Source: an optimization exercise on an open RTL-to-GDS flow (aim: small area, a short achievable clock period and few clock cycles per item). Production flows keep margins and buffers that such runs may drop.
In this exercise RTL edits were held to simulation tests only and were not proved equivalent to the original.

== job 5273 ==
Design round_robin_tick_scheduler, start of the top module:
module round_robin_tick_scheduler #(
   parameter int MAX_TASKS = 32
) (
   input  logic                 clock,
   input  logic                 reset,
   input  logic                 req_valid,
   output logic                 req_ready,
   input  logic                 req_operation,
   input  logic [15:0]          req_arrival_time,
   input  logic [15:0]          req_burst_length,
   output logic                 rsp_valid,
   input  logic                 rsp_ready,
   output logic [4:0]           rsp_task_index,
   output logic                 rsp_idle,
   output logic                 rsp_finished,
   output logic [15:0]          rsp_slot_time
);
For scale: ~5000 cells after synthesis, ~62 I/O pins.
Settings: LEC_CHECK=0, CAP_MARGIN=20, CORE_MARGIN=2, CORE_UTILIZATION=40, CTS_CLUSTER_DIAMETER=100, CTS_CLUSTER_SIZE=20, PLACE_DENSITY=0.6, SETUP_SLACK_MARGIN=2.5, SLEW_MARGIN=20; clock period 5.0 ns.
run.sh (not shown) runs the stock make flow with config.mk's settings and CLKGATE_MAP_FILE= SYNTH_SCRIPT=/design/flow/synth_recipe.tcl, a recipe that flattens the netlist after the stock synthesis.
Testbench counts of job 5273, summed over its fixed seeds: cycles 3,508, ticks 3,200.
Input-level comparison between job 2805 and job 5273:
--- a/flow/design.v
+++ b/flow/design.v
@@ -164,17 +164,16 @@
             r.any  = 1'b1;
             r.low  = IW'(i);
          end
       end
       encode = r;
    endfunction
    logic                p_vld_ff;
    logic                p_op_ff;
-   logic                p_arr0_ff;    
    rrts_pkg::time_type  p_arr_ff;
    rrts_pkg::burst_type p_len_ff;
    logic [CW-1:0]       loaded_ff;
    rrts_pkg::time_type  x1_ff, x2_ff, x3_ff;    
    logic                x1v_ff, x2v_ff, x3v_ff;  
    logic                tzero_ff;
    arr_set_type         arr1_ff;
    logic [MAX_TASKS-1:0] arr2_ff;
@@ -236,26 +235,25 @@
          go_ff    <= 1'b0;
       end else begin
          p_vld_ff <= p_vld_in;
          go_ff    <= p_vld_in && !stall_in && (!p_op_in || !skid_vld_in);
       end
    end
    always_ff @(posedge clock) begin
       if (req_ready) begin
-         p_arr0_ff <= (req_arrival_time == '0);
          p_op_ff  <= req_operation;
          p_arr_ff <= req_arrival_time;
          p_len_ff <= req_burst_length;
       end
    end
    assign is_tick   = p_go && (p_op_ff == rrts_pkg::OP_TICK);
    assign is_load   = p_go && (p_op_ff == rrts_pkg::OP_LOAD);
-   assign load_ok   = is_load && !loaded_ff[CW-1];    
-   assign load_arr0 = load_ok && tzero_ff && p_arr0_ff;
+   assign load_ok   = is_load && (loaded_ff != FULL_CNT);
+   assign load_arr0 = load_ok && tzero_ff && (p_arr_ff == '0);
    assign eq1       = x1v_ff && (p_arr_ff == x1_ff);
    assign eq2       = x2v_ff && (p_arr_ff == x2_ff);
    assign pop       = is_tick && !q_empty;
    assign ran       = pop;
    assign head_last = (head_rem_ff[15:1] == '0);
    assign fin       = ran && head_last;
    assign rejoin    = ran && !head_last;
    assign rem_dec   = (head_rem_ff == '0) ? '0 : head_rem_ff - 1'b1;
==> comparison <==
- Cmp job 2805 vs job 5273: maximum number of pins on one net before global-route repair lower in job 2805
- Worst path setup slack after routing, job 5273 and job 2805: smaller value in job 2805
- Compared with job 5273, job 2805 shows post-layout minimum cycle time higher by 0.19 ns.
- Compared with job 5273, job 2805 shows a final cell count that is 2.8% higher.
- On buffering overhead: job 2805 sits above job 5273.
- [job 2805] final hold slack fell 0.019 ns relative to job 5273
- Job 2805 vs job 5273 — sequential share of layout area dropped 1.3 points.
- Job 5273 → job 2805: design area rose about 2.4%, number of instances in the synthesized netlist rose by 144, number of signal-net buffers in the layout now sits higher.
Testbench counts of job 2805, summed over its fixed seeds: cycles 3,508, ticks 3,200.

* * *

== run A ==
RTL: one of the versions met above, not the one the previous note started from.
Size: ~5200 cells after synthesis, ~1400 flip-flops, roughly 0.063 sq mm of cells after synthesis.
// round_robin_tick_scheduler
module round_robin_tick_scheduler #(
   parameter int MAX_TASKS = 32
) (
   input  logic                 clock,
   input  logic                 reset,
   input  logic                 req_valid,
   output logic                 req_ready,
   input  logic                 req_operation,
   input  logic [15:0]          req_arrival_time,
   input  logic [15:0]          req_burst_length,
   output logic                 rsp_valid,
   input  logic                 rsp_ready,
   output logic [4:0]           rsp_task_index,
   output logic                 rsp_idle,
   output logic                 rsp_finished,
   output logic [15:0]          rsp_slot_time
);
==> flow/config.mk <==
export PLATFORM = sky130hd
export DESIGN_NAME = round_robin_tick_scheduler
export DESIGN_NICKNAME = round_robin_tick_scheduler
export VERILOG_FILES = /design/flow/design.v
export SDC_FILE = /design/flow/constraint.sdc
export NUM_CORES = 4
export LEC_CHECK = 0
export CAP_MARGIN = 20
export CORE_MARGIN = 2
export CORE_UTILIZATION = 40
export PLACE_DENSITY = 0.6
export SETUP_SLACK_MARGIN = 2.5
export SLEW_MARGIN = 20
==> flow/constraint.sdc <==
create_clock -name core_clock -period 5.0 [get_ports {clock}]
set_input_delay 1.0000 -clock core_clock [delete_from_list [all_inputs] [get_ports {clock}]]
set_output_delay 1.0000 -clock core_clock [all_outputs]
set_load 0.01 [all_outputs]
Testbench counts of run A, summed over its fixed seeds: cycles 3,508, ticks 3,200.
Inputs modified between run A and run B:
--- a/flow/design.v
+++ b/flow/design.v
@@ -162,20 +162,21 @@
          if (m[i]) begin
             r.more = r.any;
             r.any  = 1'b1;
             r.low  = IW'(i);
          end
       end
       encode = r;
    endfunction
    logic                p_vld_ff;
    logic                p_op_ff;
+   logic                p_arr0_ff;    
    rrts_pkg::time_type  p_arr_ff;
    rrts_pkg::burst_type p_len_ff;
    logic [CW-1:0]       loaded_ff;
    rrts_pkg::time_type  x1_ff, x2_ff, x3_ff;    
    logic                x1v_ff, x2v_ff, x3v_ff;  
    logic                tzero_ff;
    arr_set_type         arr1_ff;
    logic [MAX_TASKS-1:0] arr2_ff;
    logic                stall_ff;
    logic                rj_vld_ff;
@@ -233,29 +234,30 @@
       if (reset) begin
          p_vld_ff <= 1'b0;
          go_ff    <= 1'b0;
       end else begin
          p_vld_ff <= p_vld_in;
          go_ff    <= p_vld_in && !stall_in && (!p_op_in || !skid_vld_in);
       end
    end
    always_ff @(posedge clock) begin
       if (req_ready) begin
+         p_arr0_ff <= (req_arrival_time == '0);
          p_op_ff  <= req_operation;
          p_arr_ff <= req_arrival_time;
          p_len_ff <= req_burst_length;
       end
    end
    assign is_tick   = p_go && (p_op_ff == rrts_pkg::OP_TICK);
    assign is_load   = p_go && (p_op_ff == rrts_pkg::OP_LOAD);
-   assign load_ok   = is_load && (loaded_ff != FULL_CNT);
-   assign load_arr0 = load_ok && tzero_ff && (p_arr_ff == '0);
+   assign load_ok   = is_load && !loaded_ff[CW-1];    
+   assign load_arr0 = load_ok && tzero_ff && p_arr0_ff;
    assign eq1       = x1v_ff && (p_arr_ff == x1_ff);
    assign eq2       = x2v_ff && (p_arr_ff == x2_ff);
    assign pop       = is_tick && !q_empty;
    assign ran       = pop;
    assign head_last = (head_rem_ff[15:1] == '0);
    assign fin       = ran && head_last;
    assign rejoin    = ran && !head_last;
    assign rem_dec   = (head_rem_ff == '0) ? '0 : head_rem_ff - 1'b1;
    always_comb begin
       for (int i = 0; i < MAX_TASKS; i++) begin
Notes after the runs:
Cmp run B vs run A: height of the die lower in run B. Run B vs run A on share of the core filled with cells in the final layout: run B is the lower one. Against run A, run B comes in 1.9% lower on final design area excluding fillers. Synthesized netlist net count in run B is 144 lower than in run A. In the reports for run A and run B, the smaller wire length belongs to run B.
Testbench counts of run B, summed over its fixed seeds: cycles 3,508, ticks 3,200.

## what the ideal ports hide
How much do the figures lean on ideal ports? The routed layouts below were timed once more, with nothing changed but the port constraints. Step 1 (the two cells are an assumption about what drives the block):
set clk [get_ports {clock}]
set_driving_cell -lib_cell sky130_fd_sc_hd__clkbuf_16 $clk
set_driving_cell -lib_cell sky130_fd_sc_hd__buf_2 [delete_from_list [all_inputs] $clk]
Step 2 also shifts input and output timing later by t, the mid clock arrival at the registers, as if the neighbouring blocks saw the same clock. Slacks: ideal / step 1 / step 2; pairs: ideal / step 1.
| run | t, ns | setup WS [ns] | hold slack, ns | slew at the worst register clock pin (ns) |
|---|---|---|---|---|
| job 5273 | 0.821 | 2.089 / 2.089 / 2.089 | 0.487 / 0.487 / 0.487 | 0.09 / 0.09 |
| job 2805 | 0.806 | 1.901 / 1.901 / 1.901 | 0.468 / 0.468 / 0.468 | 0.10 / 0.10 |
| run A | 0.860 | 1.863 / 1.863 / 1.863 | 0.461 / 0.461 / 0.461 | 0.07 / 0.07 |
| run B | 0.879 | 2.148 / 2.148 / 2.000 | 0.484 / 0.484 / 0.484 | 0.07 / 0.07 |
After both steps setup and hold are still met in every run listed. The setup slack of run B, which loses most, moves by 0.000 ns with the drivers and by -0.148 ns with both steps.
